This design comes from an exercise in tuning for small area, a short achievable clock period and few clock cycles per item on the open sky130 flow, not from production work.
RTL that was checked went through simulation tests only; none was proved equivalent to the original.
Only the layout flow was run in runs 1 to 4; the RTL was not checked for function there.
Power is estimated from default activity; no workload was simulated.

===== flow/config.mk =====
export PLATFORM = sky130hd
export DESIGN_NAME = servo_slew_limited_pwm_top
export DESIGN_NICKNAME = servo_slew_limited_pwm_top
export VERILOG_FILES = /design/flow/design.v
export SDC_FILE = /design/flow/constraint.sdc
export NUM_CORES = 4
export LEC_CHECK = 0
export ABC_CLOCK_PERIOD_IN_PS = 5000
export CAP_MARGIN = 20
export CORE_MARGIN = 2
export CORE_UTILIZATION = 40
export SETUP_SLACK_MARGIN = 5
export SLEW_MARGIN = 20

===== flow/constraint.sdc =====
create_clock -name core_clock -period 11.0 [get_ports {clk}]
set_input_delay 2.2000 -clock core_clock [delete_from_list [all_inputs] [get_ports {clk}]]
set_output_delay 2.2000 -clock core_clock [all_outputs]
set_load 0.01 [all_outputs]

===== flow/design.v =====
`timescale 1ns / 1ps
package sslp_pkg;
  localparam logic OP_SET  = 1'b0;
  localparam logic OP_TICK = 1'b1;
  localparam logic [1:0] CFG_PULSE_GAIN = 2'd0;
  localparam logic [1:0] CFG_PULSE_MID  = 2'd1;
  localparam logic [1:0] CFG_CHAN_USE   = 2'd2;
  localparam logic [11:0] GAIN_RST     = 12'd800;
  localparam logic [11:0] MID_RST      = 12'd2040;
  localparam logic [2:0]  CHAN_USE_RST = 3'd5;
  localparam logic signed [11:0] TARGET_MAX = 12'sd1024;
  localparam logic signed [11:0] TARGET_MIN = -12'sd1024;
  localparam logic signed [13:0] PWM_MIN    = 14'sd200;
  localparam logic signed [13:0] PWM_MAX    = 14'sd3250;
endpackage
`timescale 1ns / 1ps
module servo_slew_limited_pwm_top #(
  parameter int CHANNELS = 5
) (
  input  logic               clk,
  input  logic               rst_n,
  input  logic               in_valid,
  output logic               in_ready,
  input  logic               in_op,
  input  logic [2:0]         in_channel,
  input  logic signed [11:0] in_target_pos,
  input  logic [11:0]        in_step_limit,
  input  logic               in_enable_req,
  input  logic [4:0]         in_pins_low,
  output logic               out_valid,
  input  logic               out_ready,
  output logic [2:0]         out_channel,
  output logic               out_pwm_write,
  output logic [11:0]        out_pwm_value,
  output logic               out_last,
  input  logic               cfg_we,
  input  logic [1:0]         cfg_index,
  input  logic [11:0]        cfg_wdata
);
  logic [11:0] gain_r;
  logic [11:0] mid_r;
  logic [2:0]  n_r;       
  always_ff @(posedge clk) begin
    if (!rst_n) begin
      gain_r <= sslp_pkg::GAIN_RST;
      mid_r  <= sslp_pkg::MID_RST;
      n_r    <= sslp_pkg::CHAN_USE_RST;
    end else if (cfg_we) begin
      case (cfg_index)
        sslp_pkg::CFG_PULSE_GAIN: gain_r <= cfg_wdata;
        sslp_pkg::CFG_PULSE_MID:  mid_r  <= cfg_wdata;
        sslp_pkg::CFG_CHAN_USE:   n_r    <= (cfg_wdata[2:0] > 3'd5) ? 3'd5 : cfg_wdata[2:0];
        default: ;
      endcase
    end
  end
  logic [2:0] h;   
  always_ff @(posedge clk) begin
    if (!rst_n)       h <= 3'd0;
    else if (h == 3'd4) h <= 3'd0;
    else              h <= h + 3'd1;
  end
  logic               q0_v, q0_op, q0_en, q0_pre;    
  logic [2:0]         q0_ch;
  logic signed [11:0] q0_tgt;
  logic [5:0]         q0_lq;
  logic [6:0]         q0_llo;
  logic               q1_v, q1_op, q1_en;
  logic [2:0]         q1_ch;
  logic signed [11:0] q1_tgt;
  logic [5:0]         q1_lq;
  logic [6:0]         q1_llo;
  logic signed [11:0] tgt_sat;
  logic [15:0]        lim_x;
  logic [6:0]         in_llo;
  always_comb begin
    if (in_target_pos > sslp_pkg::TARGET_MAX)      tgt_sat = sslp_pkg::TARGET_MAX;
    else if (in_target_pos < sslp_pkg::TARGET_MIN) tgt_sat = sslp_pkg::TARGET_MIN;
    else                                           tgt_sat = in_target_pos;
  end
  assign lim_x  = ({6'd0, in_step_limit[11:2]} << 5) + ({6'd0, in_step_limit[11:2]} << 3)
                + {6'd0, in_step_limit[11:2]};
  assign in_llo = in_op ? {2'b0, in_pins_low} : in_step_limit[6:0];
  logic       wact;     
  logic [2:0] wj;       
  logic [4:0] wpins;
  logic       ready;    
  logic       v0, v1;   
  logic       pop;
  logic       p2_v;
  logic       nz, ts0, ts1, noop0, noop1, tick_start, blk;
  logic       d0, d1, set_drain, rm0, rm1, keep0, keep1;
  logic       wa_e, step, step_last;
  logic [2:0] wj_e;
  logic [4:0] pins_e;
  logic       accept;
  function automatic logic set_ok(input logic [2:0] c, input logic pre, input logic act,
                                  input logic [2:0] j, input logic [2:0] ph, input logic rdy);
    set_ok = c > 3'd4 || pre || !act || c < j || (c == j && ph == j && rdy);
  endfunction
  function automatic logic rm0_f(input logic v, input logic op, input logic [2:0] c,
                                 input logic pre, input logic act, input logic [2:0] j,
                                 input logic [2:0] ph, input logic rdy, input logic [2:0] n);
    rm0_f = v && (op ? (!act || n == 3'd0) : set_ok(c, pre, act, j, ph, rdy));
  endfunction
  logic       in_ready_r;
  logic       q0_v_n, q0_op_n, q0_pre_n, q1_v_n, wact_n, v1_n;
  logic [2:0] q0_ch_n, wj_n, n_n;
  always_comb begin
    nz         = n_r != 3'd0;
    ts0        = q0_v && q0_op && !wact && nz;
    ts1        = q0_v && !q0_op && q1_v && q1_op && !wact && nz;
    noop0      = q0_v && q0_op && !nz;
    noop1      = q0_v && !q0_op && q1_v && q1_op && !nz;
    tick_start = ts0 || ts1;
    wa_e       = wact || tick_start;
    wj_e       = tick_start ? 3'd0 : wj;
    pins_e     = tick_start ? (ts0 ? q0_llo[4:0] : q1_llo[4:0]) : wpins;
    blk        = q0_v && !q0_op && (q0_pre || ts1) && (q0_ch == h);
    step       = wa_e && (h == wj_e) && ready && !blk;
    step_last  = step && (wj_e == n_r - 3'd1);
    d0         = q0_v && !q0_op && set_ok(q0_ch, q0_pre, wact, wj, h, ready);
    d1         = !d0 && q0_v && !q0_op && q1_v && !q1_op && (q1_ch != q0_ch)
                 && set_ok(q1_ch, 1'b0, wact, wj, h, ready);
    set_drain  = d0 || d1;
    rm0        = d0 || ts0 || noop0;
    rm1        = d1 || ts1 || noop1;
    keep0      = q0_v && !rm0;
    keep1      = q1_v && !rm1;
    in_ready   = in_ready_r;
    accept     = in_valid && in_ready;
    q0_v_n     = keep0 || keep1 || accept;
    q1_v_n     = (keep0 && keep1) || ((keep0 || keep1) && accept);
    q0_op_n    = keep0 ? q0_op  : keep1 ? q1_op : in_op;
    q0_ch_n    = keep0 ? q0_ch  : keep1 ? q1_ch : in_channel;
    q0_pre_n   = keep0 && (q0_pre || ts1);
    wact_n     = wa_e && !step_last;
    wj_n       = step ? wj_e + 3'd1 : wj_e;
    v1_n       = !pop && (v1 || (p2_v && v0));
    n_n        = (cfg_we && cfg_index == sslp_pkg::CFG_CHAN_USE)
                 ? ((cfg_wdata[2:0] > 3'd5) ? 3'd5 : cfg_wdata[2:0]) : n_r;
  end
  always_ff @(posedge clk) begin
    if (!rst_n) begin
      q0_v       <= 1'b0;
      q1_v       <= 1'b0;
      q0_pre     <= 1'b0;
      wact       <= 1'b0;
      wj         <= 3'd0;
      in_ready_r <= 1'b1;
    end else begin
      q0_v       <= q0_v_n;
      q1_v       <= q1_v_n;
      q0_pre     <= q0_pre_n;
      wact       <= wact_n;
      wj         <= wj_n;
      in_ready_r <= !(q0_v_n && q1_v_n) ||
                    rm0_f(q0_v_n, q0_op_n, q0_ch_n, q0_pre_n, wact_n, wj_n,
                          (h == 3'd4) ? 3'd0 : h + 3'd1, !v1_n, n_n);
    end
  end
  always_ff @(posedge clk) begin
    if (!keep0) begin
      if (keep1) begin
        q0_op  <= q1_op;
        q0_ch  <= q1_ch;
        q0_tgt <= q1_tgt;
        q0_lq  <= q1_lq;
        q0_llo <= q1_llo;
        q0_en  <= q1_en;
      end else begin
        q0_op  <= in_op;
        q0_ch  <= in_channel;
        q0_tgt <= tgt_sat;
        q0_lq  <= lim_x[15:10];
        q0_llo <= in_llo;
        q0_en  <= in_enable_req;
      end
    end
    if (!(keep0 && keep1)) begin
      q1_op  <= in_op;
      q1_ch  <= in_channel;
      q1_tgt <= tgt_sat;
      q1_lq  <= lim_x[15:10];
      q1_llo <= in_llo;
      q1_en  <= in_enable_req;
    end
    if (tick_start) wpins <= pins_e;
  end
  logic [2:0]         set_ch;
  logic signed [11:0] set_tgt;
  logic [5:0]         set_lq;
  logic [6:0]         set_lr;
  logic               set_en;
  always_comb begin
    set_ch  = d0 ? q0_ch  : q1_ch;
    set_tgt = d0 ? q0_tgt : q1_tgt;
    set_lq  = d0 ? q0_lq  : q1_lq;
    set_lr  = 7'((d0 ? q0_llo : q1_llo) - ({1'b0, set_lq} * 7'd100));
    set_en  = d0 ? q0_en  : q1_en;
  end
  logic [3:0] pos;
  logic [4:0] swe;
  always_comb begin
    pos = 4'(h) + 4'd6 - 4'(set_ch);
    if (pos >= 4'd5) pos = pos - 4'd5;
    if (pos >= 4'd5) pos = pos - 4'd5;
    for (int k = 0; k < 5; k++)
      swe[k] = set_drain && (set_ch < 3'd5) && (pos == 4'(k));
  end
  logic signed [11:0] rt  [5];
  logic [5:0]         rlq [5];
  logic [6:0]         rlr [5];
  logic               rreq[5];
  logic               ren [5];
  logic               rz  [5];    
  logic signed [11:0] rq  [5];
  logic [6:0]         rr  [5];
  logic signed [11:0] q0, t0;
  logic [6:0]         r0, lr0;
  logic [5:0]         lq0;
  logic               pin, en_new, dis, mov;
  logic signed [12:0] d;
  logic signed [13:0] dm, dp;
  logic [7:0]         s;
  logic               e_pos, e_zero, e_neg, rate_nz, up, dn, cy, bw;
  logic signed [11:0] qn;
  logic [6:0]         rn;
  always_comb begin
    t0      = rt[0];
    q0      = rz[0] ? 12'sd0 : rq[0];
    r0      = rz[0] ? 7'd0 : rr[0];
    lq0     = rlq[0];
    lr0     = rlr[0];
    pin     = pins_e[h];
    en_new  = rreq[0] || (ren[0] && !pin);
    dis     = ren[0] && !rreq[0] && pin;
    d       = 13'(t0) - 13'(q0);
    dm      = 14'(t0) - 14'(q0) - 14'($signed({1'b0, lq0}));
    dp      = 14'(t0) - 14'(q0) + 14'($signed({1'b0, lq0}));
    s       = 8'(r0) + 8'(lr0);
    e_pos   = d > 13'sd0;
    e_zero  = (d == 13'sd0) && (r0 == 7'd0);
    e_neg   = !e_pos && !e_zero;
    rate_nz = (lq0 != 6'd0) || (lr0 != 7'd0);
    up      = e_pos && rate_nz && (dm > 14'sd1 || (dm == 14'sd1 && s < 8'd100));
    dn      = e_neg && rate_nz && (dp < 14'sd0 || (dp == 14'sd0 && lr0 < r0));
    cy      = s >= 8'd100;
    bw      = r0 < lr0;
    if (up) begin
      qn = q0 + 12'($signed({1'b0, lq0})) + 12'(cy);
      rn = cy ? 7'(s - 8'd100) : s[6:0];
    end else if (dn) begin
      qn = q0 - 12'($signed({1'b0, lq0})) - 12'(bw);
      rn = bw ? 7'(r0 - lr0 + 7'd100) : 7'(r0 - lr0);
    end else begin
      qn = t0;
      rn = 7'd0;
    end
    mov = en_new && !e_zero;
  end
  always_ff @(posedge clk) begin
    for (int k = 0; k < 5; k++) begin
      if (swe[k]) begin
        rt[k]  <= set_tgt;
        rlq[k] <= set_lq;
        rlr[k] <= set_lr;
      end else begin
        rt[k]  <= rt[(k + 4) % 5];
        rlq[k] <= rlq[(k + 4) % 5];
        rlr[k] <= rlr[(k + 4) % 5];
      end
      if (k == 1 && step && en_new) begin
        rq[k] <= qn;
        rr[k] <= rn;
      end else begin
        rq[k] <= rq[(k + 4) % 5];
        rr[k] <= rr[(k + 4) % 5];
      end
    end
    for (int k = 0; k < 5; k++) begin
      if (!rst_n) begin
        rreq[k] <= 1'b0;
        ren[k]  <= 1'b0;
        rz[k]   <= 1'b1;
      end else begin
        rreq[k] <= swe[k] ? set_en : rreq[(k + 4) % 5];
        if (k == 1 && step) begin
          ren[k] <= en_new;
          rz[k]  <= rz[0] && !en_new;
        end else begin
          ren[k] <= ren[(k + 4) % 5];
          rz[k]  <= rz[(k + 4) % 5];
        end
      end
    end
  end
  logic               p1_v, p1_calc, p1_dis, p1_rnz;
  logic signed [11:0] p1_q;
  logic               p2_calc, p2_dis, p2_s;
  logic [16:0]        p2_a, p2_b;
  logic               s1, inc1;
  logic [10:0]        m1;
  logic [16:0]        a1, b1;
  logic [25:0]        acc;
  logic signed [13:0] raw;
  logic [11:0]        pwm_c;
  always_ff @(posedge clk) begin
    if (!rst_n) begin
      p1_v <= 1'b0;
      p2_v <= 1'b0;
    end else if (ready) begin
      p1_v <= step;
      p2_v <= p1_v;
    end
  end
  always_ff @(posedge clk) begin
    if (ready) begin
      p1_calc <= mov;
      p1_dis  <= dis;
      p1_q    <= qn;
      p1_rnz  <= rn != 7'd0;
      p2_calc <= p1_calc;
      p2_dis  <= p1_dis;
      p2_s    <= s1;
      p2_a    <= a1;
      p2_b    <= b1;
    end
  end
  always_comb begin
    s1   = p1_q[11];
    inc1 = s1 && !p1_rnz;
    m1   = s1 ? ~p1_q[10:0] : p1_q[10:0];
    a1   = 17'(m1 * gain_r[5:0]) + (inc1 ? 17'(gain_r[5:0]) : 17'd0);
    b1   = 17'(m1 * gain_r[11:6]) + (inc1 ? 17'(gain_r[11:6]) : 17'd0);
  end
  always_comb begin
    acc = {4'd0, mid_r, 10'd0} + ({9'd0, p2_a} ^ {26{p2_s}})
        + (({9'd0, p2_b} ^ {26{p2_s}}) << 6) + (p2_s ? 26'd1088 : 26'd0);
    raw = acc[23:10];
    if (raw < sslp_pkg::PWM_MIN)      pwm_c = 12'd200;
    else if (raw > sslp_pkg::PWM_MAX) pwm_c = 12'd3250;
    else                              pwm_c = raw[11:0];
  end
  logic        wr0, wr1;
  logic [11:0] val0, val1;
  logic        push;
  logic        nwr;
  logic [11:0] nval;
  logic [2:0]  chn, chn_n;
  logic        last_r;
  assign ready = !v1;
  assign push  = p2_v && ready;
  assign pop   = v0 && out_ready;
  assign nwr   = p2_calc || p2_dis;
  assign nval  = p2_calc ? pwm_c : 12'd0;
  assign chn_n = pop ? ((chn == n_r - 3'd1) ? 3'd0 : chn + 3'd1) : chn;
  always_ff @(posedge clk) begin
    if (!rst_n) begin
      v0  <= 1'b0;
      v1  <= 1'b0;
      chn    <= 3'd0;
      last_r <= 1'b0;
    end else begin
      if (v1) begin
        if (pop) v1 <= 1'b0;
      end else if (push) begin
        if (v0 && !pop) v1 <= 1'b1;
        v0 <= 1'b1;
      end else if (pop) begin
        v0 <= 1'b0;
      end
      chn    <= chn_n;
      last_r <= (chn_n == n_n - 3'd1);
    end
  end
  always_ff @(posedge clk) begin
    if (v1) begin
      if (pop) begin
        wr0  <= wr1;
        val0 <= val1;
      end
    end else if (push) begin
      if (v0 && !pop) begin
        wr1  <= nwr;
        val1 <= nval;
      end else begin
        wr0  <= nwr;
        val0 <= nval;
      end
    end
  end
  assign out_valid     = v0;
  assign out_channel   = chn;
  assign out_pwm_write = wr0;
  assign out_pwm_value = val0;
  assign out_last      = last_r;
endmodule

===== flow/run.sh =====
#!/bin/bash
# synth_recipe.tcl (not shown) runs the flow's synth.tcl, then flattens the netlist and writes it again
# the make line also repeats each setting of config.mk as NAME=value (left out here)
make -C /OpenROAD-flow-scripts/flow DESIGN_CONFIG=/design/flow/config.mk WORK_HOME=/design/flow/orfs CLKGATE_MAP_FILE= SYNTH_SCRIPT=/design/flow/synth_recipe.tcl finish

==> results of run 1 <==
power groups by stage:
| stage | sequential [W] | combinational [W] | clock, W |
|---|---|---|---|
| final | 0.00218 | 0.00446 | 0.00149 |
| after global routing | 0.00221 | 0.00505 | 0.00159 |
| after CTS | 0.00219 | 0.00439 | 0.00153 |
| after detailed placement | 0.00221 | 0.00433 | 0 |
| after global placement | 0.00221 | 0.00424 | 0 |
| after floorplan | 0.00210 | 0.00338 | 0 |
cells by family after synthesis:
logic type | Yosys count
adders and majority gates | 309
xor gates and xnor gates | 142
AOI/OAI and AO/OA | 462
DFF | 418
muxes | 127
and+or+nand+nor | 751
buffers and inverters | 322
layer usage:
| metal | track usage (%) | wire length [um] | vias to the layer above |
|---|---|---|---|
| met3 | 2.34 | 2340 | 98 |
| met4 | 5.21 | 1390 | 0 |
| met5 | 0 | 0 | - |
| li1 | - | - | 8791 |
| met2 | 31.0 | 28100 | 347 |
| met1 | 23.5 | 26800 | 8874 |
stage by stage:
step,cells,hold slack [ns],utilization [%],power [W],area (um^2)
after floorplan,2531,0.310,-,0.00549,24800
after global placement,3306,0.310,42.7,0.00644,26200
after detailed placement,3306,0.312,42.7,0.00654,26200
after CTS,3388,0.326,45.3,0.00810,27800
after global routing,3407,0.331,45.9,0.00885,28200
final,3408,0.325,45.9,0.00814,28200
synth_stat cells, drive strengths merged, types with 5 or more instances:
master / number / area share, %
nand2: 300 / 4.5
dfxtp: 285 / 23
inv: 218 / 3.3
ha: 206 / 10
nor2: 160 / 2.5
a21oi: 141 / 2.9
edfxtp: 133 / 16
o21ai: 121 / 2.5
fa: 103 / 8.3
xnor2: 77 / 2.8
mux2: 74 / 3.4
clkbuf: 71 / 1.1
and2: 66 / 1.7
xor2: 65 / 2.3
mux2i: 52 / 2.1
nor3: 40 / 0.83
nand3: 37 / 0.75
nor2b: 36 / 0.91
buf: 32 / 0.67
a21o: 24 / 0.73
nand2b: 22 / 0.56
o21a: 19 / 0.57
a31oi: 13 / 0.33
and3: 13 / 0.33
o31ai: 12 / 0.40
a211oi: 11 / 0.40
nand4: 11 / 0.28
nor4: 11 / 0.30
o21bai: 11 / 0.33
or3: 11 / 0.28
a221o: 10 / 0.40
nor3b: 9 / 0.29
or2: 9 / 0.23
a21boi: 7 / 0.21
a221oi: 7 / 0.25
nand3b: 7 / 0.21
o31a: 7 / 0.25
a211o: 6 / 0.21
o211ai: 6 / 0.18
o311ai: 6 / 0.21
a311oi: 5 / 0.20
a31o: 5 / 0.18
o41ai: 5 / 0.18
or4: 5 / 0.15
path summary, 6_finish.rpt:
path	from	end	slack [ns]	cells past startpoint
worst max register to register	wj[1]	rlr[0][6]	5.33	24
worst min register to register	rr[4][5]	rr[0][5]	0.32	0
worst max-delay path	wj[1]	rlr[0][6]	5.33	24
worst min-delay path	rr[4][5]	rr[0][5]	0.32	0
repair_timing:
item	4_1_cts	5_1_grt
setup endpoints to repair	135	143
cloned	0	5
hold buffers	0	0
gates resized for setup	21	31
pin swaps	0	3
buffers inserted	0	14
state kept, by name, indices dropped and copies added, names as in the netlist, 7 cells and up:
| register | count |
|---|---|
| val1 | 12 |
| rq | 60 |
| p2_b | 17 |
| val0 | 12 |
| rlr | 35 |
| p2_a | 11 |
| q0_tgt | 12 |
| rlq | 30 |
| q0_llo | 7 |
| q1_tgt | 12 |
| rr | 35 |
| q1_llo | 7 |
| rt | 60 |
| mid_r | 12 |
| p1_q | 12 |
| gain_r | 12 |
critical path: stages, from the launching register on:
cell and delay [ns]:
dfxtp_2 0.36, inv_1 0.10, ha_1 0.30, nor2b_1 0.14
o21ai_0 0.14, a21oi_1 0.14, a21oi_4 0.20, buf_12 0.18
mux2_2 0.35, ha_1 0.27, inv_1 0.04, ha_1 0.20
fa_1 0.40, xnor2_2 0.22, a21boi_4 0.29, mux2i_4 0.32
ha_2 0.24, inv_1 0.05, o21ai_0 0.15, mux2i_1 0.11
a22o_1 0.34, nor2b_4 0.19, and3_4 0.27, buf_12 0.19
mux2_2 0.34
cells in the final DEF, fill, tap and decap left out, types with 9 or more instances in the layout:
cell / Yosys / final
a211oi_1: 9 / 9
a21o_1: 24 / 24
a21oi_1: 137 / 135
a221o_1: 10 / 10
a31oi_1: 13 / 13
and2_1: 66 / 65
and3_1: 13 / 12
buf_4: 1 / 23
clkbuf_1: 71 / 9
clkbuf_16: 0 / 54
clkdlybuf4s50_1: 0 / 71
dfxtp_1: 285 / 279
edfxtp_1: 133 / 133
fa_1: 103 / 103
ha_1: 206 / 205
inv_1: 217 / 216
mux2_2: 72 / 72
mux2i_1: 52 / 50
nand2_1: 300 / 300
nand2b_1: 21 / 21
nand3_1: 37 / 35
nand4_1: 11 / 11
nor2_1: 158 / 158
nor2b_1: 36 / 35
nor3_1: 39 / 39
o21a_1: 19 / 18
o21ai_0: 115 / 115
o21bai_1: 11 / 11
o31ai_1: 10 / 10
or3_1: 11 / 11
xnor2_1: 75 / 71
xor2_1: 65 / 58
cell type report:
type / count / area share, %
sequential: 418 / 34.4
inverter: 219 / 2.93
multi-input combinational: 1791 / 49.9
antenna: 1 / 0.00887
clock buffer: 64 / 4.78
timing repair buffer: 107 / 3.98
tap: 790 / 3.50
clock inverter: 18 / 0.506
==> impl_results.md, run 1 <==
- Max Cap Viol: 0
- Worst setup margin: 5.33 ns
- Leak Pwr: 12.4 nW
- Peak fanout along the critical path: 24
- Antenna violations before repair: 0
- Final net count: 2943
- Post-synthesis mux area share: 5.55%
- RSZ-0062 raised after global routing: no
- Syn_nets: 2893
- CTS buffer count: 44
- GRT Util Overall: 18.0%
- Fin crit share: approximately half
- Sw frac: a little over two fifths
- Seq pwr share: 26.8%
- # port buffers: 71
- Sequential cell area: 0.00971 mm^2
- Net switching power: 0.00351 W
- Final Hold Viols: 0
- Clock power frac: between 10% and 20%
- Largest net degree at the start of global routing: 58
- Final clock skew: approximately 0.013 ns
- Multi-input combinational cell area: 0.0141 mm^2
- Insertion delay to the later sink of the worst-skew pair: 0.58 ns
- Initial core utilization: around two fifths
- Post-Synth Adder-Cell Area: 18.7%
- Clk buf depth: 3
- Die Y: 253 um
- Post-synth top flop: dfxtp_1
- DRT antenna net count: 0
- Setup TNS: 0 ns
- Crit path arrival time: roughly 6.1 ns
- Largest family of logic cells by synthesized area: adder cells
- Pwr/cell area: 288 mW/mm^2
- Syn Inst Count: 2531
- Final setup viols: 0
- Post-synthesis register bit count: 418
- Synth Area in XOR/XNOR: 5.12%
- FFs w/ async S/R, synth: 0%
- Vias per cell: 5.31
- Initial drt markers: a little over 1000
- Max H-tree Level: 2
- Pins over their slew limit: 0
- Drc violations: 0
- Logic gate share of total power: 54.9%
- Core outline area: approximately 0.061 mm^2
- Reg clk slew, reported paths: 0.07 ns
- Row cnt: 91
- Final WL: 58600 um
- Number of global-route vias before repair: 18100
- Fillcell total: slightly below 6000
- Startpoint types: flip-flop
- Via Count: 18100
- Sequential element share of the synthesized area: 39.1%
- CTS tree: yes
- Yosys warns: 9
- Measured slew at the worst slew-check pin: between 1 and 1.5 ns
- Compound-cell area share of the yosys netlist: 12.2%
- Wire per inst: 17.2 um
- CP endpoint kind: flip-flop
- Relative slew slack: between 30% and 40%
- Routability Congestion: between 0.8 and 0.9
- DRT Pass-1 Iters: 6
- Worst min path class: reg2reg
- Crit path kind: reg2reg
- Min Clock Period, post-route: 5.67 ns
- Root buf cell: clkbuf_16
- First-pass GRT wire length: 93000 um
- Placed wire-length estimate: 42500 um
- Clk sink count: 418
- Area grow syn2layout: 13.7%
- Die area: 0.0640 mm^2
- Status: timing/DRC/antenna clean
- GRT overflow: 0
- Synth Area in Simple Gates: around 14%
- Setup WS pre-CTS: 4.45 ns
- Die X: roughly 250 um
- Internal power: ~0.0046 W
- Mapped Area: 0.0248 mm^2
- Share of cells above drive strength 1: 9.78%
- Top Ports: 72
- Worst EP required: about 11 ns
- Synth unique cells: 101
- Syn Area/Cell: 9.80 um^2
- Max Clk Rate: about 180 MHz
- Number of enable flip-flop cells after synthesis: 133
- Peak VDD IR: 0.170 mV
==> inputs of run 2 (changes only) <==
--- a/flow/design.v
+++ b/flow/design.v
@@ -196,7 +196,7 @@
     set_ch  = d0 ? q0_ch  : q1_ch;
     set_tgt = d0 ? q0_tgt : q1_tgt;
     set_lq  = d0 ? q0_lq  : q1_lq;
-    set_lr  = 7'((d0 ? q0_llo : q1_llo) - ({1'b0, set_lq} * 7'd100));
+    set_lr  = d0 ? 7'(q0_llo - ({1'b0, q0_lq} * 7'd100)) : 7'(q1_llo - ({1'b0, q1_lq} * 7'd100));
     set_en  = d0 ? q0_en  : q1_en;
   end
   logic [3:0] pos;
==> run 2 against run 1 <==
Setup slack worse by 0.047 ns. Still clean on timing, DRC and antenna. Count of clock-buffer cells in the layout rose by 6. Critical path depth stayed put. Total power up 7.6%. Die area decreased by 0.81%. Routed wire length decreased by 4.0%. Non-clock buffer count is 6 lower. Final area decreased by 0.96%. Hold slack lost 0.0081 ns. Area after synthesis fell by 0.82%.
==> impl_results.md, run 2 <==
- R2r endpoint: rlr[3][6]
- Final setup viols: 0
- Synth area leader: dfxtp_1
- Post-synthesis mux area share: 4.87%
- Final Hold Viols: 0
- Compound-cell area share of the yosys netlist: 11.6%
- DRT Pass-1 Iters: 5
- GRT overflow: 0
- Wire per inst: 16.6 um
- Yosys warns: 9
- Die Y: 252 um
- Crit path kind: reg2reg
- First-pass GRT wire length: between 90000 and 100000 um
- Peak VDD IR: 0.225 mV
- Syn Area/Cell: 9.75 um^2
- Worst EP required: 11.48 ns
- Pwr/cell area: approximately 310 mW/mm^2
- Initial core utilization: around two fifths
- Synth unique cells: 84
- Max Clk Rate: 175 MHz
- RSZ-0062 raised after global routing: no
- Most common cell after layout, fill and taps aside: nand2_1
- Syn_nets: a little under 3000
- Most frequent cells in the layout: nand2_1 (320), dfxtp_1 (280), inv_1 (219)
- Post-synth top cells: nand2_1 (320), dfxtp_1 (285), inv_1 (219)
- Sequential element share of the synthesized area: approximately two fifths
- Syn Inst Count: approximately 2500
- Hold WS: 0.316 ns
- Row cnt: 90
- Final net count: 2940
- Post-Synth Adder-Cell Area: 19.2%
- CTS buffer count: 45
- Post-synth top flop: dfxtp_1
- Number of global-route vias before repair: 17700
- Post-synth top area share: between 20% and 30%
- Worst Reg-to-Reg Cells: 24
- Top Ports: 72
- Setup TNS: 0 ns
- Synth Area in XOR/XNOR: under 10%
- Relative slew slack: 30.2%
- Fin crit share: 52.0%
- CTS tree: yes
- Worst R2R Start: wj[0]
- Die area: 0.0635 mm^2
- Peak fanout along the critical path: 47
- Antenna cell count: 0
- Worst setup margin: between 5 and 6 ns
- Max Cap Viol: 0
- Via Count: 17600
- Leak Pwr: 12.2 nW
- Clk buf depth: 3
- M1 WL: 25300 um
- Die X: ~250 um
- Synth Area in Simple Gates: 14.3%
- DRT antenna net count: 0
- Biggest regs: rq x60, rt x60
- Insertion delay to the later sink of the worst-skew pair: 0.60 ns
- Status: timing/DRC/antenna clean
- Mapped Area: roughly 0.025 mm^2
- Measured slew at the worst slew-check pin: 1.03 ns
- Cell with the most instances after synthesis: nand2_1
- Crit path arrival time: 6.20 ns
- Drc violations: 0
- Min Clock Period, post-route: about 5.7 ns
- Final core occ: 46.1%
- Share of cells above drive strength 1: around 8.6%
- Initial drt markers: 898
- Root buf cell: clkbuf_16
- Met2 Wirelength: approximately 27000 um
- Reg clk slew, reported paths: 0.06 ns
- Core outline area: 0.0606 mm^2
- Metal3 WL: between 2000 and 2500 um
- Largest family of logic cells by synthesized area: adder cells
- CP endpoint kind: flip-flop
- Max H-tree Level: 2
- Clk sink count: 418
- Routability Congestion: 0.867
- Reg2reg setup slack: roughly 5.3 ns
- Antenna violations before repair: 0
- Setup WS pre-CTS: roughly 4.6 ns
- GRT Util Overall: 17.8%
- Multi-input combinational cell area: between 0.01 and 0.015 mm^2
- Worst setup endpoint: rlr[3][6]
- Pins over their slew limit: 0
- Fillcell total: around 5800
- Vias per cell: 5.20
- FFs w/ async S/R, synth: 0%
- Placed wire-length estimate: 41700 um
- Largest net degree at the start of global routing: 54
- DR top layer: met4
- Startpoint types: flip-flop
- Launch point of the worst path: wj[0]
- # port buffers: 71
- Number of enable flip-flop cells after synthesis: 133
- Sequential cell area: 0.00971 mm^2
- Final WL: ~56000 um
- Synth top area cells: dfxtp_1 (23%), edfxtp_1 (16%), ha_1 (11%)
- Final clock skew: 0.0399 ns
- Worst min path class: reg2reg
- Area grow syn2layout: 13.5%
- Post-synthesis register bit count: approximately 420
-- run 2: changes by cell type in the layout (fill, tap and decap cells not counted), moves of 7 or more --
cell and delta:
nand2_1 +20, a31oi_1 +11, nand3_1 +7, o211ai_1 +10, xnor2_1 +19, nor2_1 -8
mux2i_1 -10, a221o_1 -9
-- run 2: power by group --
group / internal, W / switching, W / leakage, nW / total [W]
sequential: 0.00201 / 0.000206 / 3.76 / 0.00221
clock: 0.000897 / 0.000633 / 0.733 / 0.00153
combinational: 0.00208 / 0.00293 / 7.70 / 0.00502
total: 0.00499 / 0.00377 / 12.2 / 0.00876
-- run 2: worst max-delay path, cell delays in order, from the launching register on --
cell      delay (ns)
dfxtp_1         0.37
xor2_1          0.20
nor4_2          0.37
nand4_1         0.22
a21boi_4        0.21
buf_12          0.19
mux2_2          0.35
ha_1            0.27
inv_1           0.04
ha_1            0.20
fa_1            0.40
xnor2_2         0.20
a21boi_4        0.29
xnor2_2         0.19
inv_1           0.14
ha_1            0.22
nand2b_1        0.17
nand2_1         0.09
nand2_1         0.16
mux2i_2         0.29
buf_4           0.16
nor3b_2         0.05
nand2_1         0.11
buf_6           0.31
mux2_2          0.38
-- run 2: logic make-up after synthesis --
| family | count (synthesis) |
|---|---|
| xor+xnor | 158 |
| mux | 110 |
| buf+inv | 322 |
| simple gates | 754 |
| fa+ha+maj | 315 |
| compound gates | 447 |
| flops | 418 |
-- run 2: cell type report --
cell class              instances  share of cell area, %
clock inverters                13                  0.685
well taps                     782                   3.50
repair buffers                101                   3.67
multi-input cells            1784                   49.6
flip-flops and latches        418                   34.7
clock buffers                  70                   4.80
inverters                     222                   2.99
-- run 2: stage by stage --
stage          instance area, um^2  cells  power, W
6_report                     27900   3390   0.00876
5_1_grt                      27900   3390   0.00958
4_1_cts                      27700   3382   0.00880
3_5_place_dp                 26100   3297   0.00719
3_3_place_gp                 26100   3297   0.00708
2_1_floorplan                24600   2524   0.00601
-- run 2: layer usage --
layer	vias up	track usage, %
li1	8687	-
met1	8535	22.8
met2	299	30.6
met3	91	2.78
met4	0	5.97
met5	-	0
-- run 2: how the worst min path moves through the flow --
stage | startpoint | end | slack [ns] | cells past startpoint
floorplan | rq[4][0] | rq[0][0] | 0.31 | 0
detailed placement | rq[4][4] | rq[0][4] | 0.31 | 0
CTS | rq[4][9] | rq[0][9] | 0.31 | 0
global placement | rr[4][4] | rr[0][4] | 0.31 | 0
global route | rq[4][9] | rq[0][9] | 0.31 | 0
finish | rq[4][9] | rq[0][9] | 0.32 | 0
-- run 2: timing repair --
| action | in CTS | in global routing |
|---|---|---|
| cloned | 0 | 3 |
| hold buffers | 0 | 0 |
| pin swaps | 0 | 4 |
| gates resized for setup | 16 | 28 |
| setup buffers | 2 | 5 |
| endpoints found under the setup margin | 140 | 138 |
==> inputs of run 3 (changes only) <==
--- a/flow/design.v
+++ b/flow/design.v
@@ -196,7 +196,7 @@
     set_ch  = d0 ? q0_ch  : q1_ch;
     set_tgt = d0 ? q0_tgt : q1_tgt;
     set_lq  = d0 ? q0_lq  : q1_lq;
-    set_lr  = d0 ? 7'(q0_llo - ({1'b0, q0_lq} * 7'd100)) : 7'(q1_llo - ({1'b0, q1_lq} * 7'd100));
+    set_lr  = d0 ? 7'(q0_llo - ({1'b0, q0_lq} * 7'd100)) : 7'(q1_llo + ({1'b0, q1_lq} * 7'd28));
     set_en  = d0 ? q0_en  : q1_en;
   end
   logic [3:0] pos;
--- a/flow/config.mk
+++ b/flow/config.mk
@@ -5,9 +5,8 @@
 export SDC_FILE = /design/flow/constraint.sdc
 export NUM_CORES = 4
 export LEC_CHECK = 0
-export ABC_CLOCK_PERIOD_IN_PS = 5000
 export CAP_MARGIN = 20
 export CORE_MARGIN = 2
-export CORE_UTILIZATION = 40
+export CORE_UTILIZATION = 55
 export SETUP_SLACK_MARGIN = 5
 export SLEW_MARGIN = 20
==> run 3 against run 2 <==
Still clean. Sequential cell count stayed put. Hold slack better by 0.0075 ns. Setup slack worse by 0.14 ns. Non-clock buffer count grew 2. Via count up 2.3%. Clock skew grew 0.0041 ns. Total power rose by 6.5%. Clock power barely moved. First-iteration DRC count is 23% higher. Global-route usage increased by 6.8 points.
==> impl_results.md, run 3 <==
- Wire per inst: 17.5 um
- Syn Inst Count: 2571
- Post-synthesis register bit count: 418
- Clock power frac: 16.7%
- Most frequent cells in the layout: nand2_1 (314), dfxtp_1 (283), inv_1 (216)
- Routability Congestion: 0.861
- DRT Pass-1 Iters: 5
- Relative slew slack: 21.9%
- Fin crit share: 53.3%
- Crit-path cells: inv_1 -> ha_1 -> nor2b_1 -> o21a_1 -> o2111ai_4 -> and2_4 -> mux2_2 -> ha_1 -> inv_1 -> ha_1 -> fa_1 -> xnor2_2 -> a21boi_4 -> xnor2_1 -> inv_1 -> ha_1 -> o21ai_0 -> mux2i_1 -> a21oi_1 -> and2_2 -> and3_2 -> buf_12 -> mux2_2
- Largest delay contributor family on the critical path: adder cells
- Largest net degree at the start of global routing: 58
- Multi-input combinational cell area: around 0.014 mm^2
- FFs w/ async S/R, synth: 0%
- Drc violations: 0
- Antenna cell count: 0
- Worst min path class: reg2reg
- Synth unique cells: between 80 and 90
- GRT Util Overall: 24.6%
- Worst EP required: about 11 ns
- CTS buffer count: 44
- Pins over their slew limit: 0
- Vias per cell: 5.55
- Top Ports: 72
- Startpoint types: flip-flop
- Min Clock Period, post-route: 5.86 ns
- Via Count: 18000
- Root buf cell: clkbuf_16
- DRT antenna net count: 0
- # port buffers: 71
- Mapped Area: about 0.025 mm^2
- Buf/Inv on CP: 4
- Synth top area cells: dfxtp_1 (23%), edfxtp_1 (16%), ha_1 (11%)
- Antenna violations before repair: 1
- Clk sink count: 418
- Initial drt markers: 1101
- Leak Pwr: 12.3 nW
- Final setup viols: 0
- Die area: 0.0467 mm^2
- CP endpoint kind: flip-flop
- Placed wire-length estimate: 40900 um
- Crit path arrival time: approximately 6.3 ns
- Biggest regs: rq x60, rt x60
- Final Hold Viols: 0
- Post-synth top cells: nand2_1 (315), dfxtp_1 (285), inv_1 (218)
- Core outline area: 0.0443 mm^2
- Status: timing/DRC/antenna clean
- Peak VDD IR: about 0.43 mV
- Most common cell after layout, fill and taps aside: nand2_1
- Die X: 216 um
- Hold Buf Count CTS: 0
- Initial core utilization: 55.8%
- Clk buf depth: 3
- Final net count: between 2000 and 3000
- Post-synth top area share: 23.1%
- CTS tree: yes
- Peak fanout along the critical path: 24
- Pwr/cell area: 335 mW/mm^2
- Sw frac: 44.4%
- Post-synth top flop: dfxtp_1
- Measured slew at the worst slew-check pin: 1.17 ns
- CP max stage delay: 0.41 ns
- Setup TNS: 0 ns
- Row cnt: 77
- Synth area leader: dfxtp_1
- GRT overflow: 0
- RSZ-0062 raised after global routing: no
- Crit path top cell by count: ha_1
- Max Clk Rate: 171 MHz
- Cell with the most instances after synthesis: nand2_1
- Total power: 0.00933 W
- Syn_nets: 2943
- Number of enable flip-flop cells after synthesis: 133
- Final clock skew: 0.0440 ns
- Insertion delay to the later sink of the worst-skew pair: 0.60 ns
- Reg clk slew, reported paths: approximately 0.06 ns
- Max H-tree Level: 2
- Area grow syn2layout: 12.6%
- Fillcell total: around 3800
- Sequential cell area: 0.00970 mm^2
- Number of global-route vias before repair: 18000
- Logic gate share of total power: 59.5%
- Seq pwr share: 23.8%
- Hold WS: between 0.3 and 0.4 ns
- Slowest cell on crit path: fa_1
- Syn Area/Cell: 9.62 um^2
- Final WL: 56800 um
- Internal power: 0.00519 W
- Net switching power: 0.00414 W
- Crit path kind: reg2reg
- Yosys warns: 9
- Max Cap Viol: 0
- Sequential element share of the synthesized area: about 39%
- Share of cells above drive strength 1: under 10%
- First-pass GRT wire length: 92300 um
- Die Y: around 220 um
[run 3: per-layer routing]
metal / track usage, % / vias up / share of wire (%)
met2: 42.4 / 312 / 49
met5: 0 / - / 0
met4: 8.24 / 0 / 2.6
li1: - / 8836 / -
met1: 32.4 / 8790 / 45
met3: 2.62 / 78 / 3.4
[run 3: power groups by stage]
| stage | Clock, W | Sequential [W] | Combinational, W |
|---|---|---|---|
| 2_1_floorplan | 0 | 0.00215 | 0.00424 |
| 3_3_place_gp | 0 | 0.00225 | 0.00530 |
| 3_5_place_dp | 0 | 0.00225 | 0.00540 |
| 4_1_cts | 0.00159 | 0.00222 | 0.00550 |
| 5_1_grt | 0.00165 | 0.00225 | 0.00626 |
| 6_report | 0.00156 | 0.00222 | 0.00555 |
[run 3: repair_timing]
item | 4_1_cts | 5_1_grt
cloned | 3 | 2
setup endpoints to repair | 134 | 159
resized for setup | 20 | 24
setup buffers | 6 | 5
pin swaps | 0 | 2
[run 3: area by class of cell]
| type | count | share of cell area [%] |
|---|---|---|
| inverters | 219 | 2.96 |
| clock buffers | 63 | 4.88 |
| well taps | 592 | 2.66 |
| flip-flops and latches | 418 | 34.8 |
| multi-input cells | 1831 | 50.2 |
| repair buffers | 103 | 3.67 |
| clock inverters | 18 | 0.781 |
[run 3: kinds of logic after synthesis]
group	count (synthesis)	share of synthesized area, %
flops	418	39.2
xor+xnor	158	5.59
compound gates	491	12.5
mux	77	3.40
fa+ha+maj	319	19.4
simple gates	782	14.9
buf+inv	326	5.05
[run 3: through the flow]
stage / utilization [%] / cells / instance area (um^2) / setup WS (ns)
CTS: 62.4 / 3237 / 27700 / 5.01
detailed placement: 58.5 / 3147 / 25900 / 4.06
floorplan: - / 2571 / 24700 / 5.06
finish: 62.9 / 3244 / 27900 / 5.14
global route: 62.9 / 3244 / 27900 / 4.86
global placement: 58.5 / 3147 / 25900 / 4.28
[run 3: final timing paths]
check | to | slack (ns) | from | cells past startpoint
worst max register to register | rlr[0][4] | 5.14 | wj[1] | 23
worst min register to register | rr[4][0] | 0.32 | rr[3][0] | 0
worst max-delay path | rlr[0][4] | 5.14 | wj[1] | 23
worst min-delay path | rr[4][0] | 0.32 | rr[3][0] | 0
==> inputs of run 4 (changes only) <==
--- a/flow/design.v
+++ b/flow/design.v
@@ -80,7 +80,8 @@
   end
   assign lim_x  = ({6'd0, in_step_limit[11:2]} << 5) + ({6'd0, in_step_limit[11:2]} << 3)
                 + {6'd0, in_step_limit[11:2]};
-  assign in_llo = in_op ? {2'b0, in_pins_low} : in_step_limit[6:0];
+  assign in_llo = in_op ? {2'b0, in_pins_low}
+                        : 7'(in_step_limit[6:0] - ({1'b0, lim_x[15:10]} * 7'd100));
   logic       wact;     
   logic [2:0] wj;       
   logic [4:0] wpins;
@@ -196,7 +197,7 @@
     set_ch  = d0 ? q0_ch  : q1_ch;
     set_tgt = d0 ? q0_tgt : q1_tgt;
     set_lq  = d0 ? q0_lq  : q1_lq;
-    set_lr  = d0 ? 7'(q0_llo - ({1'b0, q0_lq} * 7'd100)) : 7'(q1_llo + ({1'b0, q1_lq} * 7'd28));
+    set_lr  = d0 ? q0_llo : q1_llo;
     set_en  = d0 ? q0_en  : q1_en;
   end
   logic [3:0] pos;
==> run 4 against run 3 <==
Sequential cell count stayed put. Area after synthesis decreased by 0.70%. Global-route usage is 0.095 points higher. Sequential share of layout area increased by 0.056 points. Final area shrank 0.16%. Still clean. Hold slack about the same. Utilization rose by 0.17 points. Total power down 2.6%. First-iteration DRC count is 4.9% lower. Via count decreased by 0.62%. Die area decreased by 0.68%. Final cell count fell by 0.71%.
==> impl_results.md, run 4 <==
- GRT overflow: 0
- RSZ-0062 raised after global routing: no
- Largest delay contributor family on the critical path: adder cells
- Max Cap Viol: 0
- Hold WS: approximately 0.32 ns
- CTS buffer count: 45
- Mapped Area: between 0.02 and 0.025 mm^2
- Yosys warns: 9
- Relative slew slack: 28.2%
- Placed wire-length estimate: 41900 um
- Peak VDD IR: 0.219 mV
- Setup WS pre-CTS: ~3.8 ns
- Final clock skew: 0.0511 ns
- Worst min path class: reg2reg
- Biggest regs: rq x60, rt x60
- Leak Pwr: 12.2 nW
- Vias per cell: 5.56
- Number of enable flip-flop cells after synthesis: 133
- Buf/Inv on CP: 2
- Clk sink count: 418
- CTS tree: yes
- Most common cell after layout, fill and taps aside: nand2_1
- DRT antenna net count: 0
- Insertion delay to the later sink of the worst-skew pair: 0.60 ns
- Worst EP required: 11.35 ns
- Largest net degree at the start of global routing: 52
- Syn_nets: 2902
- Drc violations: 0
- Reg clk slew, reported paths: 0.06 ns
- FFs w/ async S/R, synth: 0%
- Number of global-route vias before repair: 18000
- Area grow syn2layout: 13.2%
- Measured slew at the worst slew-check pin: 1.07 ns
- Synth unique cells: 96
- Peak fanout along the critical path: 4
- CP endpoint kind: flip-flop
- Fin crit share: 52.7%
- Max H-tree Level: 2
- Status: timing/DRC/antenna clean
- Die X: 215 um
- Max Clk Rate: 173 MHz
- Initial core utilization: 55.7%
- Final Hold Viols: 0
- Core outline area: 0.0441 mm^2
- Clk buf depth: 3
- Final core occ: 63.1%
- Initial drt markers: 1047
- Share of cells above drive strength 1: 8.98%
- Syn Area/Cell: 9.67 um^2
- CP max stage delay: ~0.56 ns
- Wire per inst: approximately 18 um
- DRT Pass-1 Iters: 5
- Top Ports: 72
- Synth area leader: dfxtp_1
- Most frequent cells in the layout: nand2_1 (323), dfxtp_1 (283), inv_1 (207)
- Final setup viols: 0
- Synth top area cells: dfxtp_1 (23%), edfxtp_1 (16%), ha_1 (10%)
- Via Count: roughly 18000
- Setup TNS: 0 ns
- Die area: around 0.046 mm^2
- Pwr/cell area: around 330 mW/mm^2
- Antenna violations before repair: 1
- Antenna cell count: 0
- Root buf cell: clkbuf_16
- Slowest cell on crit path: clkdlybuf4s50_1
- Min Clock Period, post-route: 5.80 ns
- Post-synth top area share: a little under a quarter
- Post-synthesis register bit count: 418
- # port buffers: 71
- GRT Util Overall: 24.7%
- Syn Inst Count: around 2500
- Sequential element share of the synthesized area: 39.5%
- Cell with the most instances after synthesis: nand2_1
- Crit path kind: in2reg
- Post-synth top flop: dfxtp_1
- Crit path arrival time: 6.15 ns
- Final WL: approximately 57000 um
- Die Y: 215 um
- Routability Congestion: roughly 0.86
- Post-synth top cells: nand2_1 (323), dfxtp_1 (285), inv_1 (209)
- Hold Buf Count CTS: 0
- Startpoint types: primary input
- First-pass GRT wire length: 92500 um
- Total power: 0.00909 W
- Crit-path cells: clkdlybuf4s50_1 -> fa_1 -> ha_1 -> and3_1 -> a21oi_1 -> o21ai_2 -> nor2_2 -> nor2b_1 -> nor2_2 -> xnor2_2 -> inv_1 -> ha_1 -> a21o_1 -> a21oi_1 -> xnor2_1 -> xnor3_1 -> xnor2_1 -> nor2_1 -> mux2_2
- Worst setup margin: 5.20 ns
- Final net count: 2957
- Pins over their slew limit: 0
- Row cnt: 77
-- run 4: cell count changes in the layout (fill, tap and decap cells not counted), sizes merged, moves of 11 or more --
cell and delta:
o21ai +15, a21o -12, nor2b -12, nand2b -11, mux2i +18, a21oi -25
-- run 4: metal layers --
metal,part of all wire (%),up-vias,wire length (um),GRT usage (%)
met1,43,8701,24800,30.9
li1,-,8795,-,-
met3,3.6,102,2030,3.21
met2,50,307,28700,44.3
met5,0,-,0,0
met4,2.8,0,1600,7.66
-- run 4: kinds of logic (layout without fill, tap and decap cells) --
group,after synthesis,after routing,share of synthesized area (%)
XOR/XNOR,144,144,5.22
AND/OR/NAND/NOR,776,777,14.7
buffers and inverters,318,406,4.91
adder cells (fa/ha/maj),310,310,18.9
flip-flops,418,418,39.5
multiplexers,100,100,4.38
AO/OA/AOI/OAI,474,474,12.4
-- run 4: timing repair --
item / in CTS / in global routing
gates cloned: 1 / 2
pin swaps: 4 / 7
buffers inserted: 7 / 11
gates resized for setup: 31 / 27
setup endpoints to repair: 144 / 162
endpoints found under the hold margin: 0 / 0
-- run 4: worst paths after layout --
check	depth (start not counted)	to	from	slack (ns)
hold / removal	0	rq[0][4]	rq[4][4]	0.32
hold reg to reg	0	rq[0][4]	rq[4][4]	0.32
setup / recovery	19	q0_llo[6]	in_step_limit[11]	5.20
setup reg to reg	18	p2_a[16]	p1_q[11]	5.30
-- run 4: layout make-up --
cell class	count	area (um^2)
clock buffer	65	1330
inverter	211	796
sequential	418	9700
multi-input combinational	1805	13900
fill	3832	16300
timing repair buffer	114	1140
tap	592	741
clock inverter	16	234
-- run 4: stage by stage --
step,instances,area (um^2)
after floorplan,2540,24600
after global placement,3119,25800
after detailed placement,3119,25800
after CTS,3208,27600
after global routing,3221,27800
final,3221,27800
-- run 4: where the power goes --
part	switching [W]	leakage (nW)	internal, W
logic	0.00318	7.67	0.00214
clock network	0.000632	0.756	0.000919
registers	0.000192	3.75	0.00201
==> inputs of run 5 (changes only) <==
--- a/flow/design.v
+++ b/flow/design.v
@@ -80,8 +80,7 @@
   end
   assign lim_x  = ({6'd0, in_step_limit[11:2]} << 5) + ({6'd0, in_step_limit[11:2]} << 3)
                 + {6'd0, in_step_limit[11:2]};
-  assign in_llo = in_op ? {2'b0, in_pins_low}
-                        : 7'(in_step_limit[6:0] - ({1'b0, lim_x[15:10]} * 7'd100));
+  assign in_llo = in_op ? {2'b0, in_pins_low} : in_step_limit[6:0];
   logic       wact;     
   logic [2:0] wj;       
   logic [4:0] wpins;
@@ -197,7 +196,7 @@
     set_ch  = d0 ? q0_ch  : q1_ch;
     set_tgt = d0 ? q0_tgt : q1_tgt;
     set_lq  = d0 ? q0_lq  : q1_lq;
-    set_lr  = d0 ? q0_llo : q1_llo;
+    set_lr  = 7'((d0 ? q0_llo : q1_llo) - ({1'b0, set_lq} * 7'd100));
     set_en  = d0 ? q0_en  : q1_en;
   end
   logic [3:0] pos;
@@ -299,11 +298,10 @@
   logic               p1_v, p1_calc, p1_dis, p1_rnz;
   logic signed [11:0] p1_q;
   logic               p2_calc, p2_dis, p2_s;
-  logic [16:0]        p2_a, p2_b;
+  logic [11:0]        p2_m;
   logic               s1, inc1;
   logic [10:0]        m1;
-  logic [16:0]        a1, b1;
-  logic [25:0]        acc;
+  logic [22:0]        prod1;
   logic signed [13:0] raw;
   logic [11:0]        pwm_c;
   always_ff @(posedge clk) begin
@@ -324,21 +322,18 @@
       p2_calc <= p1_calc;
       p2_dis  <= p1_dis;
       p2_s    <= s1;
-      p2_a    <= a1;
-      p2_b    <= b1;
+      p2_m    <= prod1[21:10];
     end
   end
   always_comb begin
-    s1   = p1_q[11];
-    inc1 = s1 && !p1_rnz;
-    m1   = s1 ? ~p1_q[10:0] : p1_q[10:0];
-    a1   = 17'(m1 * gain_r[5:0]) + (inc1 ? 17'(gain_r[5:0]) : 17'd0);
-    b1   = 17'(m1 * gain_r[11:6]) + (inc1 ? 17'(gain_r[11:6]) : 17'd0);
+    s1    = p1_q[11];
+    inc1  = s1 && !p1_rnz;
+    m1    = s1 ? ~p1_q[10:0] : p1_q[10:0];
+    prod1 = 23'(m1 * gain_r) + (inc1 ? 23'(gain_r) : 23'd0);
   end
   always_comb begin
-    acc = {4'd0, mid_r, 10'd0} + ({9'd0, p2_a} ^ {26{p2_s}})
-        + (({9'd0, p2_b} ^ {26{p2_s}}) << 6) + (p2_s ? 26'd1088 : 26'd0);
-    raw = acc[23:10];
+    raw = p2_s ? 14'($signed({2'b0, mid_r}) - $signed({2'b0, p2_m}))
+               : 14'($signed({2'b0, mid_r}) + $signed({2'b0, p2_m}));
     if (raw < sslp_pkg::PWM_MIN)      pwm_c = 12'd200;
     else if (raw > sslp_pkg::PWM_MAX) pwm_c = 12'd3250;
     else                              pwm_c = raw[11:0];
--- a/flow/config.mk
+++ b/flow/config.mk
@@ -5,8 +5,9 @@
 export SDC_FILE = /design/flow/constraint.sdc
 export NUM_CORES = 4
 export LEC_CHECK = 0
+export ABC_CLOCK_PERIOD_IN_PS = 5000
 export CAP_MARGIN = 20
 export CORE_MARGIN = 2
-export CORE_UTILIZATION = 55
+export CORE_UTILIZATION = 40
 export SETUP_SLACK_MARGIN = 5
 export SLEW_MARGIN = 20
==> run 5 against run 4 <==
Still clean on timing, DRC and antenna. Total power fell by 11%. Final area barely moved. Clock skew rose by 0.0043 ns. Setup slack improved by 0.043 ns. Final cell count rose by 6.8%. Area after synthesis fell by 1.7%. Synthesized cell count rose by 0.91%. Non-clock buffer count rose by 12. Hold slack got worse by 0.035 ns. Via count rose by 2.5%. Critical path type is now reg2reg.
==> impl_results.md, run 5 <==
- Number of enable flip-flop cells after synthesis: 117
- Die area: roughly 0.062 mm^2
- Most common cell after layout, fill and taps aside: nand2_1
- Die X: 250 um
- Slowest cell on crit path: fa_1
- CP max stage delay: 0.53 ns
- Die Y: between 200 and 250 um
- # port buffers: just over 70
- Insertion delay to the later sink of the worst-skew pair: 0.61 ns
- R2r endpoint: p2_m[10]
- Worst Reg-to-Reg Cells: 21
- Routability Congestion: a little under 0.9
- Drc violations: 0
- Post-synth top cells: nand2_1 (329), dfxtp_1 (285), inv_1 (251)
- Min Clock Period, post-route: around 5.8 ns
- Sequential element share of the synthesized area: 38.2%
- Startpoint types: flip-flop
- Hold Buf Count CTS: 0
- CTS buffer count: 44
- Relative slew slack: a little under a third
- Yosys warns: 9
- Peak VDD IR: 0.216 mV
- Syn Area/Cell: 9.42 um^2
- Mapped Area: 0.0242 mm^2
- Peak fanout along the critical path: 9
- Antenna violations before repair: 0
- Most frequent cells in the layout: nand2_1 (328), dfxtp_1 (282), inv_1 (251)
- Final clock skew: approximately 0.055 ns
- Clk sink count: 402
- Initial core utilization: 40.2%
- Share of cells above drive strength 1: under 10%
- Post-synth top area share: 23.6%
- Worst min path class: reg2reg
- Crit path kind: reg2reg
- Final Hold Viols: 0
- CP endpoint kind: flip-flop
- Synth top area cells: dfxtp_1 (24%), edfxtp_1 (15%), fa_1 (9.7%)
- Row cnt: 90
- Max Clk Rate: 174 MHz
- Largest net degree at the start of global routing: 61
- Fin crit share: 52.3%
- Initial drt markers: approximately 1100
- First-pass GRT wire length: 96100 um
- Status: timing/DRC/antenna clean
- Final WL: 59200 um
- Crit-path cells: buf_12 -> buf_4 -> xor2_4 -> and2_1 -> fa_1 -> fa_1 -> inv_1 -> fa_1 -> inv_1 -> fa_1 -> inv_1 -> fa_1 -> inv_1 -> ha_1 -> nand3_1 -> nand2_1 -> a41oi_4 -> a211oi_4 -> a211o_1 -> a21oi_1 -> xnor2_1
- Synth unique cells: 88
- CTS tree: yes
- Post-synth top flop: dfxtp_1
- Cell with the most instances after synthesis: nand2_1
- Worst EP required: between 10 and 15 ns
- Core outline area: roughly 0.06 mm^2
- Reg2reg setup slack: between 5 and 6 ns
- Final net count: 2971
- Launch point of the worst path: p1_q[11]
- Syn_nets: a little under 3000
- Root buf cell: clkbuf_16
- Biggest regs: rq x60, rt x60
- Max Cap Viol: 0
- Syn Inst Count: 2563
- DRT antenna net count: 0
- Setup TNS: 0 ns
- Max H-tree Level: 2
- Final setup viols: 0
- Top Ports: between 70 and 80
- Post-synthesis register bit count: 402
- Crit path arrival time: ~6.1 ns
- Worst setup endpoint: p2_m[10]
- Worst setup margin: 5.25 ns
- Pwr/cell area: 290 mW/mm^2
- Clk buf depth: 3
- DRT Pass-1 Iters: 5
- Synth area leader: dfxtp_1
- FFs w/ async S/R, synth: 0%
- Wire per inst: 17.2 um
- Vias per cell: ~5.3
- Leak Pwr: 12.0 nW
- Via Count: 18400
- RSZ-0062 raised after global routing: no
- Placed wire-length estimate: 42700 um
- Number of global-route vias before repair: 18300
- Antenna cell count: 0
- Reg clk slew, reported paths: 0.07 ns
- GRT Util Overall: between 10% and 20%
- Measured slew at the worst slew-check pin: 1.04 ns
- Pins over their slew limit: 0
- Setup WS pre-CTS: 4.02 ns
- Area grow syn2layout: 15.2%
- Crit path top cell by count: fa_1
- Worst R2R Start: p1_q[11]
- GRT overflow: 0
==> run 5: what timing repair did <==
item,CTS,global route
gates resized for setup,36,32
cloned,1,3
pin swaps,5,13
buffers inserted,11,24
endpoints found under the setup margin,138,144
==> run 5: power by group <==
group | leakage [nW] | total (W) | switching [W] | internal [W]
sequential | 3.58 | 0.00215 | 0.000217 | 0.00194
combinational | 7.68 | 0.00441 | 0.00262 | 0.00180
clock | 0.728 | 0.00150 | 0.000646 | 0.000855
==> run 5: cell families (layout without fill, tap and decap cells) <==
logic type	count (synthesis)	count (layout)	synth area share [%]
simple gates	811	812	15.9
compound gates	513	513	14.0
buf+inv	364	458	5.84
xor+xnor	99	99	3.59
flops	402	402	38.2
fa+ha+maj	293	293	18.8
mux	81	81	3.62
==> run 5: per-stage QoR <==
step                      cells  util, %  cell area [um^2]  total power (W)  hold slack (ns)
final                      3440     46.3             27800          0.00807            0.289
after global routing       3440     46.3             27800          0.00879            0.303
after CTS                  3413     45.6             27400          0.00789            0.293
after detailed placement   3322     42.5             25500          0.00622            0.312
after global placement     3322     42.5             25500          0.00611            0.310
after floorplan            2563        -             24200          0.00524            0.310
==> run 5: layer usage <==
layer | global-route usage (%) | up-vias | wire, um
met5 | 0 | - | 0
met2 | 32.3 | 380 | 28300
li1 | - | 8894 | -
met4 | 5.51 | 0 | 1290
met3 | 2.80 | 77 | 2640
met1 | 24.8 | 9005 | 27000
==> run 5: area by class of cell <==
class                           instances  area (um^2)
Tap cell                              782          978
Multi-Input combinational cell       1798        13900
Sequential cell                       402         9220
Clock buffer                           56         1230
Timing Repair Buffer                  126         1220
Fill cell                            5627        32200
Clock inverter                         23          269
Inverter                              253          953
==> run 5: worst max-delay path: cells and delay by family (launching register included) <==
kind            cells  cell delay (ns)
compound gates      4             0.90
xor+xnor            2             0.35
fa+ha+maj           6             2.88
buf+inv             6             0.61
flops               1             0.40
simple gates        3             0.41
==> run 5: how the worst min path moves through the flow <==
| stage | startpoint | endpoint | cells past startpoint |
|---|---|---|---|
| after floorplan | rq[4][0] | rq[0][0] | 0 |
| after global placement | rq[1][9] | rq[2][9] | 0 |
| after detailed placement | rq[4][11] | rq[0][11] | 0 |
| after CTS | rq[4][8] | rq[0][8] | 0 |
| after global routing | rq[4][8] | rq[0][8] | 0 |
| final | rq[4][8] | rq[0][8] | 0 |
Testbench counts of run 5, summed over its fixed seeds: cycles 9,884, items 9,600.
==> inputs of run 6 (changes only) <==
--- a/flow/config.mk
+++ b/flow/config.mk
@@ -5,9 +5,8 @@
 export SDC_FILE = /design/flow/constraint.sdc
 export NUM_CORES = 4
 export LEC_CHECK = 0
-export ABC_CLOCK_PERIOD_IN_PS = 5000
 export CAP_MARGIN = 20
 export CORE_MARGIN = 2
 export CORE_UTILIZATION = 40
-export SETUP_SLACK_MARGIN = 5
+export SETUP_SLACK_MARGIN = 4
 export SLEW_MARGIN = 20
==> run 6 against run 5 <==
Area after synthesis unchanged. Clock power about the same. Total power decreased by 3.5%. Combinational power decreased by 6.1%. Critical path type unchanged. Critical endpoint is now rlr[4][3]. Largest cell class unchanged.
==> impl_results.md, run 6 <==
- Final clock skew: 0.0545 ns
- Initial core utilization: 40.2%
- # port buffers: 71
- Hold Buf Count CTS: 0
- CTS tree: yes
- Synth area leader: dfxtp_1
- Syn Area/Cell: ~9.4 um^2
- Final setup viols: 0
- Antenna violations before repair: 0
- Peak VDD IR: 0.185 mV
- Pwr/cell area: between 200 and 300 mW/mm^2
- Most common cell after layout, fill and taps aside: nand2_1
- Seq pwr share: 27.5%
- Setup TNS: 0 ns
- Number of enable flip-flop cells after synthesis: 117
- Row cnt: 90
- Clk sink count: about 400
- Startpoint types: flip-flop
- Number of global-route vias before repair: 18200
- Most frequent cells in the layout: nand2_1 (329), dfxtp_1 (285), inv_1 (251)
- Die Y: between 200 and 250 um
- Mapped Area: 0.0242 mm^2
- Total power: ~0.0078 W
- Yosys warns: 9
- GRT overflow: 0
- Biggest regs: rq x60, rt x60
- Max Cap Viol: 0
- Status: timing/DRC/antenna clean
- Initial drt markers: between 900 and 1000
- Sw frac: a little over two fifths
- Syn Inst Count: 2563
- Die area: 0.0624 mm^2
- Vias per cell: 5.29
- Die X: 250 um
- Drc violations: 0
- First-pass GRT wire length: 95000 um
- Reg clk slew, reported paths: 0.06 ns
- Measured slew at the worst slew-check pin: about 1.0 ns
- FFs w/ async S/R, synth: 0%
- Post-synth top flop: dfxtp_1
- Top Ports: 72
- Post-route insts no fill: between 3000 and 4000
- Syn_nets: approximately 2900
- Core outline area: 0.0600 mm^2
- Root buf cell: clkbuf_16
- Largest net degree at the start of global routing: 61
- Peak fanout along the critical path: 42
- Min Clock Period, post-route: 6.52 ns
- Final core occ: between 40% and 50%
- Sequential element share of the synthesized area: between 30% and 40%
- Relative slew slack: 30.0%
- Internal power: 0.00446 W
- DRT Pass-1 Iters: 5
- Synth top area cells: dfxtp_1 (24%), edfxtp_1 (15%), fa_1 (9.7%)
- Worst EP required: 11.49 ns
- Clk buf depth: 3
- Clock power frac: 19.3%
- Crit path arrival time: 7.01 ns
- Final Hold Viols: 0
- Logic gate share of total power: 53.2%
- Post-synth top area share: 23.6%
- Area grow syn2layout: 12.7%
- Via Count: roughly 18000
- Antenna cell count: 0
- Max H-tree Level: 2
- Routability Congestion: 0.894
- Pins over their slew limit: 0
- Synth unique cells: a little under 90
- Worst min path class: reg2reg
- CP endpoint kind: flip-flop
- Cell with the most instances after synthesis: nand2_1
- Post-synth top cells: nand2_1 (329), dfxtp_1 (285), inv_1 (251)
- Share of cells above drive strength 1: under 10%
- Net switching power: 0.00333 W
- Multi-input combinational cell area: 0.0137 mm^2
- CTS buffer count: between 40 and 50
- Leak Pwr: 11.8 nW
- Placed wire-length estimate: 42700 um
- Final WL: 57800 um
- RSZ-0062 raised after global routing: yes
- Fin crit share: 59.3%
- Wire per inst: about 17 um
- GRT Util Overall: 18.7%
- Dpl cells: 3322
- Crit path kind: reg2reg
- Final net count: 2942
- Post-synthesis register bit count: 402
- Fillcell total: 5691
- Max Clk Rate: between 150 and 200 MHz
- Insertion delay to the later sink of the worst-skew pair: 0.61 ns
- Sequential cell area: 0.00922 mm^2
- DRT antenna net count: 0
-- run 6: cell counts after synthesis --
Identical to the previous run, type by type.
-- run 6: critical path: stages (launching register included) --
cell	delay, ns
dfxtp_1	0.42
inv_1	0.11
ha_1	0.30
nor2b_1	0.13
o21ai_0	0.10
a21oi_1	0.34
a21o_2	0.36
mux2_2	0.38
ha_1	0.27
inv_1	0.04
ha_1	0.20
fa_1	0.37
xnor2_1	0.30
a21boi_1	0.34
mux2i_2	0.37
ha_1	0.25
inv_1	0.06
o21ai_0	0.14
nand2_1	0.14
xnor2_1	0.38
nor4b_4	0.51
buf_4	0.50
mux2_2	0.39
-- run 6: area by class of cell --
cell class	count	area share (%)
clock buffers	56	4.51
clock inverters	23	0.988
inverters	253	3.49
multi-input cells	1798	50.2
flip-flops and latches	402	33.9
well taps	782	3.59
repair buffers	97	3.38
-- run 6: power groups by stage --
stage                     logic (W)  clock network (W)  registers (W)
after floorplan             0.00318                  0        0.00206
after global placement      0.00394                  0        0.00217
after detailed placement    0.00405                  0        0.00218
after CTS                   0.00409            0.00154        0.00215
after global routing        0.00472            0.00160        0.00218
final                       0.00414            0.00150        0.00214
-- run 6: kinds of logic after synthesis --
group / share of synthesized area, %
AOI/OAI and AO/OA: 14.0
adders and majority gates: 18.8
DFF: 38.2
xor gates and xnor gates: 3.59
buffers and inverters: 5.84
and+or+nand+nor: 15.9
muxes: 3.62
-- run 6: stage by stage --
stage          instance area [um^2]  worst slack [ns]  hold WS [ns]
6_report                      27200              4.48         0.289
5_1_grt                       27200              3.95         0.303
4_1_cts                       27000              4.01         0.293
3_5_place_dp                  25500              4.02         0.312
3_3_place_gp                  25500              4.32         0.310
2_1_floorplan                 24200              5.03         0.310
-- run 6: worst paths after layout --
| check | cells past startpoint | to | start | slack, ns |
|---|---|---|---|---|
| setup reg to reg | 22 | rlr[4][3] | wj[1] | 4.48 |
| setup / recovery | 22 | rlr[4][3] | wj[1] | 4.48 |
| hold / removal | 0 | rq[0][8] | rq[4][8] | 0.29 |
| hold reg to reg | 0 | rq[0][8] | rq[4][8] | 0.29 |
-- run 6: timing repair --
| action | in CTS | in global routing |
|---|---|---|
| setup buffers | 0 | 9 |
| endpoints found under the setup margin | 1 | 99 |
| resized for setup | 0 | 15 |
| cloned | 0 | 1 |
| pin swaps | 1 | 1 |
-- run 6: per-layer routing --
layer  vias up  global-route usage [%]  wire length (um)  share of wire [%]
met2       319                    32.1             27600                 48
met1      8828                    24.4             26700                 46
met3        73                    2.73              2170                3.8
met4         0                    5.40              1260                2.2
met5         -                       0                 0                  0
li1       8835                       -                 -                  -

==> static timing again, ports no longer ideal <==
The results above use ideal ports. As a check the final layouts listed here were re-extracted and re-timed, cells and wires unchanged.
Step 1: set_driving_cell puts a clkbuf_16 on clk and a buf_2 on each other input, an assumption about the parent block.
Step 2 adds t to the input delays and takes it off the output delays; t is the mean of the earliest and latest rising clock arrival at the registers after step 1. Input paths then give back, and output paths get back, about the clock's delay inside the block.
Slacks: ideal ports / drivers / drivers and shift; pairs: ideal ports / drivers.
run	t, ns	setup WS [ns]	worst hold slack (ns)	worst data-port slew with drivers (ns)	cell pins on the clock port's net
run 1	0.629	5.327 / 5.327 / 5.053	0.325 / 0.325 / 0.325	0.04	1
run 2	0.639	5.280 / 5.280 / 5.239	0.316 / 0.316 / 0.316	0.04	1
run 3	0.638	5.138 / 5.138 / 5.138	0.324 / 0.324 / 0.324	0.04	1
run 4	0.635	5.204 / 5.242 / 4.607	0.324 / 0.324 / 0.324	0.04	1
run 5	0.641	5.247 / 5.247 / 5.247	0.289 / 0.289 / 0.289	0.05	1
run 6	0.640	4.476 / 4.476 / 4.476	0.289 / 0.289 / 0.289	0.05	1
After both steps setup and hold are still met in every run listed. The setup slack of run 4, which loses most, moves by +0.038 ns with the drivers and by -0.597 ns with both steps.
